This is an optimization exercise on Yosys and OpenROAD, whose aim is small area and few clock cycles per item, not a production implementation.
Function was not checked in any run shown here: the RTL went through the layout flow alone.
Power is estimated from default activity; no workload was simulated.

## flow/design.v (module list and top-level ports; edited modules follow where they fit)
// module hsv_adjust_pipe: 100 lines
// module hsv_adjust_gain: 1775 lines
// module hsv_adjust_fa: 4 lines
module hsv_adjust_pipe #(
  parameter int          HW      = 25,
  parameter int          SW      = 18,
  parameter int          FRAC    = 16,
  parameter int unsigned HUE_MAX = 360 << FRAC
) (
  input  logic                 CLK,
  input  logic                 RST_N,
  input  logic                 IN_VALID,
  output logic                 IN_READY,
  input  logic                 IN_SOF,
  input  logic [HW-1:0]        H,
  input  logic [SW-1:0]        S,
  input  logic [SW-1:0]        V,
  input  logic                 CNTL_WR,
  input  logic signed [HW:0]   CNTL_HUE,
  input  logic signed [SW-1:0] CNTL_SAT,
  input  logic signed [SW-1:0] CNTL_VAL,
  input  logic                 CNTL_BYP,
  output logic                 OUT_VALID,
  input  logic                 OUT_READY,
  output logic                 OUT_SOF,
  output logic [HW-1:0]        HO,
  output logic [SW-1:0]        SO,
  output logic [SW-1:0]        VO
);
  // ...
==> flow/run.sh <==
#!/bin/bash
# synth_recipe.tcl (not shown) runs the flow's synth.tcl, then flattens the netlist and writes it again
# the make line also repeats each setting of config.mk as NAME=value (left out here)
make -C /OpenROAD-flow-scripts/flow DESIGN_CONFIG=/design/flow/config.mk WORK_HOME=/design/flow/orfs CLKGATE_MAP_FILE= SYNTH_SCRIPT=/design/flow/synth_recipe.tcl finish
==> flow/config.mk <==
export PLATFORM = sky130hd
export DESIGN_NAME = hsv_adjust_pipe
export DESIGN_NICKNAME = hsv_adjust_pipe
export VERILOG_FILES = /design/flow/design.v
export SDC_FILE = /design/flow/constraint.sdc
export NUM_CORES = 4
export LEC_CHECK = 0
export CAP_MARGIN = 20
export CORE_MARGIN = 2
export CORE_UTILIZATION = 40
export SLEW_MARGIN = 20
export SYNTH_HIERARCHICAL = 1
export SYNTH_MINIMUM_KEEP_SIZE = 0
==> flow/constraint.sdc <==
create_clock -name core_clock -period 10.0 [get_ports {CLK}]
set_input_delay 2.0000 -clock core_clock [delete_from_list [all_inputs] [get_ports {CLK}]]
set_output_delay 2.0000 -clock core_clock [all_outputs]
set_load 0.01 [all_outputs]
==> results.txt, run 1 <==
Power, Total 6.60 mW; DP Area 27500 sq um; Synth top cells by count nand2_1, fa_1, inv_1, clkbuf_1, edfxtp_1; critical path class flop to primary output; Reg clk slew, reported paths 70 ps; Max Fclk 104 MHz; row count 91; I/O pins 194; footprint of the multi-input gates 18300 sq um; Avg Inst Size Synth 10.2 sq um; status timing/DRC/antenna clean; Final Hold Slack 473 ps; gr ovfl total 0; Clk power 745 uW; hold path start pend[25]$_DFF_P_; number of routed nets with antenna violations 0; FF-to-FF path depth 5; CTS resizes 2; Max-Cap Viols 0; worst r2r src OUT_VALID$_DFFE_PN0N_; unrepaired setup endpoints after global routing false; sequential power 966 uW; arrival time at the worst endpoint 7660 ps; Fillers 5700; DRT Wirelength 68.7 mm
==> run 2: changes to the inputs <==
--- a/flow/design.v
+++ b/flow/design.v
@@ -1067,48 +1067,32 @@
   logic g957;
   logic p958;
   logic g959;
   logic p960;
   logic g961;
   logic p962;
   logic g963;
   logic p964;
-  logic g965;
-  logic p966;
-  logic g967;
-  logic p968;
-  logic g969;
-  logic p970;
-  logic g971;
-  logic p972;
-  logic g973;
-  logic p974;
-  logic g975;
-  logic p976;
-  logic g977;
-  logic p978;
-  logic g979;
-  logic p980;
-  logic sum981;
-  logic sum982;
-  logic sum983;
-  logic sum984;
-  logic sum985;
-  logic sum986;
-  logic sum987;
-  logic sum988;
-  logic sum989;
-  logic sum990;
-  logic sum991;
-  logic sum992;
-  logic sum993;
-  logic sum994;
-  logic sum995;
-  logic sum996;
+  logic sum965;
+  logic sum966;
+  logic sum967;
+  logic sum968;
+  logic sum969;
+  logic sum970;
+  logic sum971;
+  logic sum972;
+  logic sum973;
+  logic sum974;
+  logic sum975;
+  logic sum976;
+  logic sum977;
+  logic sum978;
+  logic sum979;
+  logic sum980;
   assign ge  = g[15:0] & {16{~z}};
   assign m16 = (g[17:16] == 2'b00) | z;
   assign m17 = (g[17:16] == 2'b01) & ~z;
   assign neg = (g[17:16] == 2'b10) & ~z;
   assign pp1 = ~(x[0] & ge[0]);
   assign pp2 = ~(x[1] & ge[0]);
   assign pp3 = ~(x[2] & ge[0]);
   assign pp4 = ~(x[3] & ge[0]);
@@ -1781,98 +1765,82 @@
   assign g909 = g859 | (p860 & g857);
   assign p910 = p860 & p858;
   assign g911 = g863 | (p864 & g861);
   assign p912 = p864 & p862;
   assign g913 = g867 | (p868 & g865);
   assign p914 = p868 & p866;
   assign g915 = g871 | (p872 & g869);
   assign p916 = p872 & p870;
-  assign g917 = g837 | (p838 & g897);
+  assign g917 = g899 | (p900 & g897);
   assign p918 = 1'b0;
-  assign g919 = g899 | (p900 & g897);
-  assign p920 = 1'b0;
-  assign g921 = g845 | (p846 & g901);
-  assign p922 = p846 & p902;
-  assign g923 = g903 | (p904 & g901);
-  assign p924 = p904 & p902;
-  assign g925 = g853 | (p854 & g905);
-  assign p926 = p854 & p906;
-  assign g927 = g907 | (p908 & g905);
-  assign p928 = p908 & p906;
-  assign g929 = g861 | (p862 & g909);
-  assign p930 = p862 & p910;
-  assign g931 = g911 | (p912 & g909);
-  assign p932 = p912 & p910;
-  assign g933 = g869 | (p870 & g913);
-  assign p934 = p870 & p914;
-  assign g935 = g915 | (p916 & g913);
-  assign p936 = p916 & p914;
-  assign g937 = g841 | (p842 & g919);
+  assign g919 = g903 | (p904 & g901);
+  assign p920 = p904 & p902;
+  assign g921 = g907 | (p908 & g905);
+  assign p922 = p908 & p906;
+  assign g923 = g911 | (p912 & g909);
+  assign p924 = p912 & p910;
+  assign g925 = g915 | (p916 & g913);
+  assign p926 = p916 & p914;
+  assign g927 = g919 | (p920 & g917);
+  assign p928 = 1'b0;
+  assign g929 = g923 | (p924 & g921);
+  assign p930 = p924 & p922;
+  assign g931 = g929 | (p930 & g927);
+  assign p932 = 1'b0;
+  assign g933 = g921 | (p922 & g927);
+  assign p934 = 1'b0;
+  assign g935 = g925 | (p926 & g931);
+  assign p936 = 1'b0;
+  assign g937 = g901 | (p902 & g917);
   assign p938 = 1'b0;
-  assign g939 = g901 | (p902 & g919);
+  assign g939 = g905 | (p906 & g927);
   assign p940 = 1'b0;
-  assign g941 = g921 | (p922 & g919);
+  assign g941 = g909 | (p910 & g933);
   assign p942 = 1'b0;
-  assign g943 = g923 | (p924 & g919);
+  assign g943 = g913 | (p914 & g931);
   assign p944 = 1'b0;
-  assign g945 = g857 | (p858 & g927);
-  assign p946 = p858 & p928;
-  assign g947 = g909 | (p910 & g927);
-  assign p948 = p910 & p928;
-  assign g949 = g929 | (p930 & g927);
-  assign p950 = p930 & p928;
-  assign g951 = g931 | (p932 & g927);
-  assign p952 = p932 & p928;
-  assign g953 = g873 | (p874 & g935);
-  assign p954 = p874 & p936;
-  assign g955 = g849 | (p850 & g943);
+  assign g945 = g837 | (p838 & g897);
+  assign p946 = 1'b0;
+  assign g947 = g841 | (p842 & g917);
+  assign p948 = 1'b0;
+  assign g949 = g845 | (p846 & g937);
+  assign p950 = 1'b0;
+  assign g951 = g849 | (p850 & g927);
+  assign p952 = 1'b0;
+  assign g953 = g853 | (p854 & g939);
+  assign p954 = 1'b0;
+  assign g955 = g857 | (p858 & g933);
   assign p956 = 1'b0;
-  assign g957 = g905 | (p906 & g943);
+  assign g957 = g861 | (p862 & g941);
   assign p958 = 1'b0;
-  assign g959 = g925 | (p926 & g943);
+  assign g959 = g865 | (p866 & g931);
   assign p960 = 1'b0;
-  assign g961 = g927 | (p928 & g943);
+  assign g961 = g869 | (p870 & g943);
   assign p962 = 1'b0;
-  assign g963 = g945 | (p946 & g943);
+  assign g963 = g873 | (p874 & g935);
   assign p964 = 1'b0;
-  assign g965 = g947 | (p948 & g943);
-  assign p966 = 1'b0;
-  assign g967 = g949 | (p950 & g943);
-  assign p968 = 1'b0;
-  assign g969 = g951 | (p952 & g943);
-  assign p970 = 1'b0;
-  assign g971 = g865 | (p866 & g969);
-  assign p972 = 1'b0;
-  assign g973 = g913 | (p914 & g969);
-  assign p974 = 1'b0;
-  assign g975 = g933 | (p934 & g969);
-  assign p976 = 1'b0;
-  assign g977 = g935 | (p936 & g969);
-  assign p978 = 1'b0;
-  assign g979 = g953 | (p954 & g969);
-  assign p980 = 1'b0;
-  assign sum981 = ~(p844 ^ g937);
-  assign sum982 = ~(p846 ^ g939);
-  assign sum983 = ~(p848 ^ g941);
-  assign sum984 = ~(p850 ^ g943);
-  assign sum985 = ~(p852 ^ g955);
-  assign sum986 = ~(p854 ^ g957);
-  assign sum987 = ~(p856 ^ g959);
-  assign sum988 = ~(p858 ^ g961);
-  assign sum989 = ~(p860 ^ g963);
-  assign sum990 = ~(p862 ^ g965);
-  assign sum991 = ~(p864 ^ g967);
-  assign sum992 = ~(p866 ^ g969);
-  assign sum993 = ~(p868 ^ g971);
-  assign sum994 = ~(p870 ^ g973);
-  assign sum995 = ~(p872 ^ g975);
-  assign sum996 = ~(p874 ^ g977);
-  assign sn = {sum996, sum995, sum994, sum993, sum992, sum991, sum990, sum989, sum988, sum987, sum986, sum985, sum984, sum983, sum982, sum981};
-  assign ovf = (x[17] & ge[15]) | (x[16] & m16) | (x[15] & m17) | (x[17] & m16) | (x[16] & m17) | (x[17] & m17) | ~c751 | ~c811 | g979;
+  assign sum965 = ~(p844 ^ g947);
+  assign sum966 = ~(p846 ^ g937);
+  assign sum967 = ~(p848 ^ g949);
+  assign sum968 = ~(p850 ^ g927);
+  assign sum969 = ~(p852 ^ g951);
+  assign sum970 = ~(p854 ^ g939);
+  assign sum971 = ~(p856 ^ g953);
+  assign sum972 = ~(p858 ^ g933);
+  assign sum973 = ~(p860 ^ g955);
+  assign sum974 = ~(p862 ^ g941);
+  assign sum975 = ~(p864 ^ g957);
+  assign sum976 = ~(p866 ^ g931);
+  assign sum977 = ~(p868 ^ g959);
+  assign sum978 = ~(p870 ^ g943);
+  assign sum979 = ~(p872 ^ g961);
+  assign sum980 = ~(p874 ^ g935);
+  assign sn = {sum980, sum979, sum978, sum977, sum976, sum975, sum974, sum973, sum972, sum971, sum970, sum969, sum968, sum967, sum966, sum965};
+  assign ovf = (x[17] & ge[15]) | (x[16] & m16) | (x[15] & m17) | (x[17] & m16) | (x[16] & m17) | (x[17] & m17) | ~c751 | ~c811 | g963;
   assign kill = ~byp & (neg | ovf);
   assign y[15:0] = ~sn & {16{~kill}};
   assign y[16] = byp ? x[16] : (ovf & ~neg);
   assign y[17] = byp & x[17];
 endmodule
 module hsv_adjust_fa (input logic a, b, c, output logic s, co);
   assign s  = a ^ b ^ c;
   assign co = (a & b) | (a & c) | (b & c);
==> run 2 against run 1 <==
Net effect: combinational power decreased by 12%; die area shrank 1.6%; routed wire length fell by 2.7%; clock power is 5.0% lower; non-clock buffer count rose by 31; design area is 0.12% higher; clock-buffer cell count increased by 2; largest power group unchanged; highest routed layer unchanged.
==> results.txt, run 2 <==
Slew @ Worst Pin 1010 ps (was 977 ps); cts hold-fix bufs 0 (unchanged); DR WL/cell 20.1 microns (was 20.5 microns); Tmin final 9700 ps (was 9660 ps); Die W 251 microns (was 253 microns); Largest regs act: 62 flops, pend: 62 flops, b_h: 25 flops (unchanged); Synth area leaders fa_1, edfxtp_1, nand2_1 (unchanged); Synthesis Warnings 7 (unchanged); Die ar. 62800 sq um (was 63900 sq um); share of layout cells above drive strength 1 9.89% (was 8.05%); fin crit share 97.0% (was 96.6%); Post-synth EDFFs 124 (unchanged); post-DP HPWL 52.5 mm (was 54.1 mm); Final Skew 19.6 ps (was 33.0 ps); Max Fclk 103 MHz (was 104 MHz); CTS tree done (unchanged); FF-to-FF path depth 4 (was 5); Netlist Area Pre-Place 24300 sq um (was 24700 sq um); NumNets Final 3264 (was 3275); row count 90 (was 91); Req. time, crit path 8000 ps (about the same); arrival time at the worst endpoint 7700 ps (was 7660 ps); Hold Path Cell Cnt 1 (unchanged); commonest non-fill, non-tap cell in the layout nand2_1 (unchanged); Mapped Nets 3121 (was 3165); Worst R2R Setup Slack 8120 ps (was 7520 ps); initial DRC count 1122 (was 1222); maximum vdd drop 0.185 mV (was 0.223 mV); Avg Inst Size Synth 10.2 sq um (about the same); worst r2r src OUT_VALID$_DFFE_PN0N_ (unchanged); vias 17900 (was 18300); vias per cell 5.39 (was 5.46); Pre-Repair DR Iteration Count 5 (unchanged); clock latency on the worst-skew pair 510 ps (was 500 ps); final setup fails 0 (unchanged); Port Buf Inserts 193 (unchanged); pin count of the biggest net entering global routing 70 (unchanged); post-synth top area share 40.6% (was 38.9%); area leader, netlist fa_1 (unchanged); Fillers 5488 (was 5700); Seq. cell area 5040 sq um (unchanged); vias in the first global route 19300 (was 19600); chip height 251 microns (was 253 microns); clk sinks 189 (unchanged); Reg clk slew, reported paths 70 ps (about the same); total CTS buffers 17 (unchanged); power per cell area 211 nW/um^2 (was 234 nW/um^2); H-tree depth 4 (unchanged); footprint of the multi-input gates 18100 sq um (was 18300 sq um); biggest cell delay along the critical path 580 ps (was 620 ps); Most common cell on crit path fa_1 (unchanged); Main synth FF type edfxtp_1 (unchanged); Pleak 10.2 nW (was 9.76 nW); flip-flop and latch count after synthesis 189 (unchanged); Placer Congestion 0.901 (was 0.916); critical path class flop to primary output (unchanged); RR Endpoint act[29]$_DFFE_PP_ (was act[26]$_DFFE_PP_); CP startpoint kind flop (unchanged); Synth Instances 2381 (was 2435); Residual DRC 0 (unchanged); Power, Total 5.95 mW (was 6.60 mW); top-count cell post-synth nand2_1 (unchanged); Critical Path Fanout Max 22 (was 30); DRT Wirelength 66.9 mm (was 68.7 mm); root buf cell clkbuf_16 (unchanged); Starting Density 40.4% (was 40.3%); most frequent cells in the layout nand2_1, fa_1, inv_1 (unchanged); Min-Delay Endpoint pend[23]$_DFF_P_ (was pend[25]$_DFF_P_); Slew Viols, Final 0 (unchanged); Synth async-reset ratio 1.59% (unchanged); slowest stage cell, crit path fa_1 (was clkdlybuf4s50_1); Setup crit end kind primary output (unchanged); worst slack, placed 263 ps (was 475 ps); largest buffer count on any clock path 2 (unchanged); area delta synth->final 16.2% (was 14.1%); first-pass GRT wire length 106 mm (was 108 mm); Synth top cells by count nand2_1, fa_1, inv_1, clkbuf_1, edfxtp_1 (unchanged); GRT Total Usage 21.9% (was 22.0%); Max-Cap Viols 0 (unchanged); worst setup margin 301 ps (was 339 ps); initial antenna violation count 9 (unchanged); I/O pins 194 (unchanged); Max-slew headroom 32.4% (was 34.9%); Core ar. 60200 sq um (was 61500 sq um); worst min-delay path class flop to flop (unchanged); synth unique cells 73 (was 83); register area share after synthesis 20.7% (was 20.4%); status timing/DRC/antenna clean (unchanged); endpoints failing hold 0 (unchanged); hold path start pend[23]$_DFF_P_ (was pend[25]$_DFF_P_); final setup TNS 0 ps (unchanged); gr ovfl total 0 (unchanged); number of routed nets with antenna violations 0 (unchanged)
-- run 2: what timing repair did --
| item | 4_1_cts | 5_1_grt |
|---|---|---|
| gates resized for setup | 26 | 54 |
| pin swaps | 2 | 7 |
| setup endpoints to repair | 32 | 34 |
| gates cloned | 0 | 0 |
| endpoints found under the hold margin | 0 | 0 |
| buffers inserted | 6 | 10 |
-- run 2: worst max path at each step --
| stage | start | to | slack [ps] | depth (start not counted) |
|---|---|---|---|---|
| after global routing | act[0]$_DFFE_PP_ | SO[9] | -9 | 28 |
| after floorplan | act[0]$_DFFE_PP_ | SO[0] | 650 | 27 |
| after global placement | act[0]$_DFFE_PP_ | SO[0] | 410 | 29 |
| final | act[0]$_DFFE_PP_ | SO[13] | 300 | 28 |
| after detailed placement | act[0]$_DFFE_PP_ | SO[3] | 260 | 29 |
| after CTS | act[0]$_DFFE_PP_ | VO[11] | 3 | 27 |
-- run 2: metal layers --
layer,part of all wire [%],vias up,track usage (%)
met5,0.17,-,0
li1,-,7845,-
met2,48,775,36.0
met3,7.1,137,4.29
met1,42,9123,29.0
met4,2.8,18,7.36
-- run 2: kinds of logic after synthesis --
group                    count (synthesis)  share of synthesized area [%]
AO/OA/AOI/OAI                          234                           6.48
buffers and inverters                  364                           5.67
multiplexers                            59                           2.72
adder cells (fa/ha/maj)                610                           46.6
XOR/XNOR                                39                           1.43
AND/OR/NAND/NOR                        886                           16.4
flip-flops                             189                           20.7
-- run 2: worst max-delay path, delay by kind of cell (launching register included) --
kind | cells | cell delay [ps]
DFF | 1 | 430
buffers and inverters | 7 | 1330
AOI/OAI and AO/OA | 8 | 1260
and+or+nand+nor | 5 | 580
adders and majority gates | 8 | 3560
-- run 2: power breakdown --
| group | switching [mW] | total, mW | leakage, nW | internal [mW] |
|---|---|---|---|---|
| logic | 2.24 | 4.28 | 8.17 | 2.04 |
| clock network | 0.353 | 0.708 | 0.287 | 0.354 |
| registers | 0.0686 | 0.968 | 1.75 | 0.900 |
| total | 2.66 | 5.95 | 10.2 | 3.29 |
-- run 2: Yosys stat by module, one instance, submodules excluded --
module	cells inside	flops+latches
hsv_adjust_pipe	593	189
hsv_adjust_fa	1	0
hsv_adjust_gain	656	0
-- run 2: layout make-up --
cell class | count | share of cell area, %
multi-input cells | 1828 | 64.0
flip-flops and latches | 189 | 17.8
repair buffers | 292 | 10.0
well taps | 782 | 3.46
inverters | 196 | 2.61
clock buffers | 19 | 1.53
clock inverters | 13 | 0.527
diodes | 1 | 0.00885
-- run 2: per-stage QoR --
stage,hold slack [ps],utilization [%],area [sq um],cells
after floorplan,447,-,24300,2381
after global placement,453,45.3,27300,3271
after detailed placement,461,45.3,27300,3271
after CTS,480,46.5,28000,3309
after global routing,490,46.9,28300,3319
final,475,46.9,28300,3320

## re-timing with driven ports
How much do the figures lean on ideal ports? The routed layouts below were timed once more, with nothing changed but the port constraints. Step 1: set_driving_cell puts a clkbuf_16 on CLK and a buf_2 on each other input, an assumption about the parent block. Step 2, shift: input delay + t, output delay - t, t = (earliest + latest rising clock arrival at the registers) / 2. This alone moves slack from input paths to output paths. Three values: ideal, step 1, step 2; two values: the first two.
| run | t (ns) | slack for setup (ns) | hold WS [ns] | worst setup path after step 2 |
|---|---|---|---|---|
| run 1 | 0.537 | 0.339 / 0.280 / 0.817 | 0.473 / 0.473 / 0.473 | register to output |
| run 2 | 0.550 | 0.301 / 0.246 / 0.796 | 0.475 / 0.475 / 0.475 | register to output |
After both steps setup and hold are still met in every run listed.
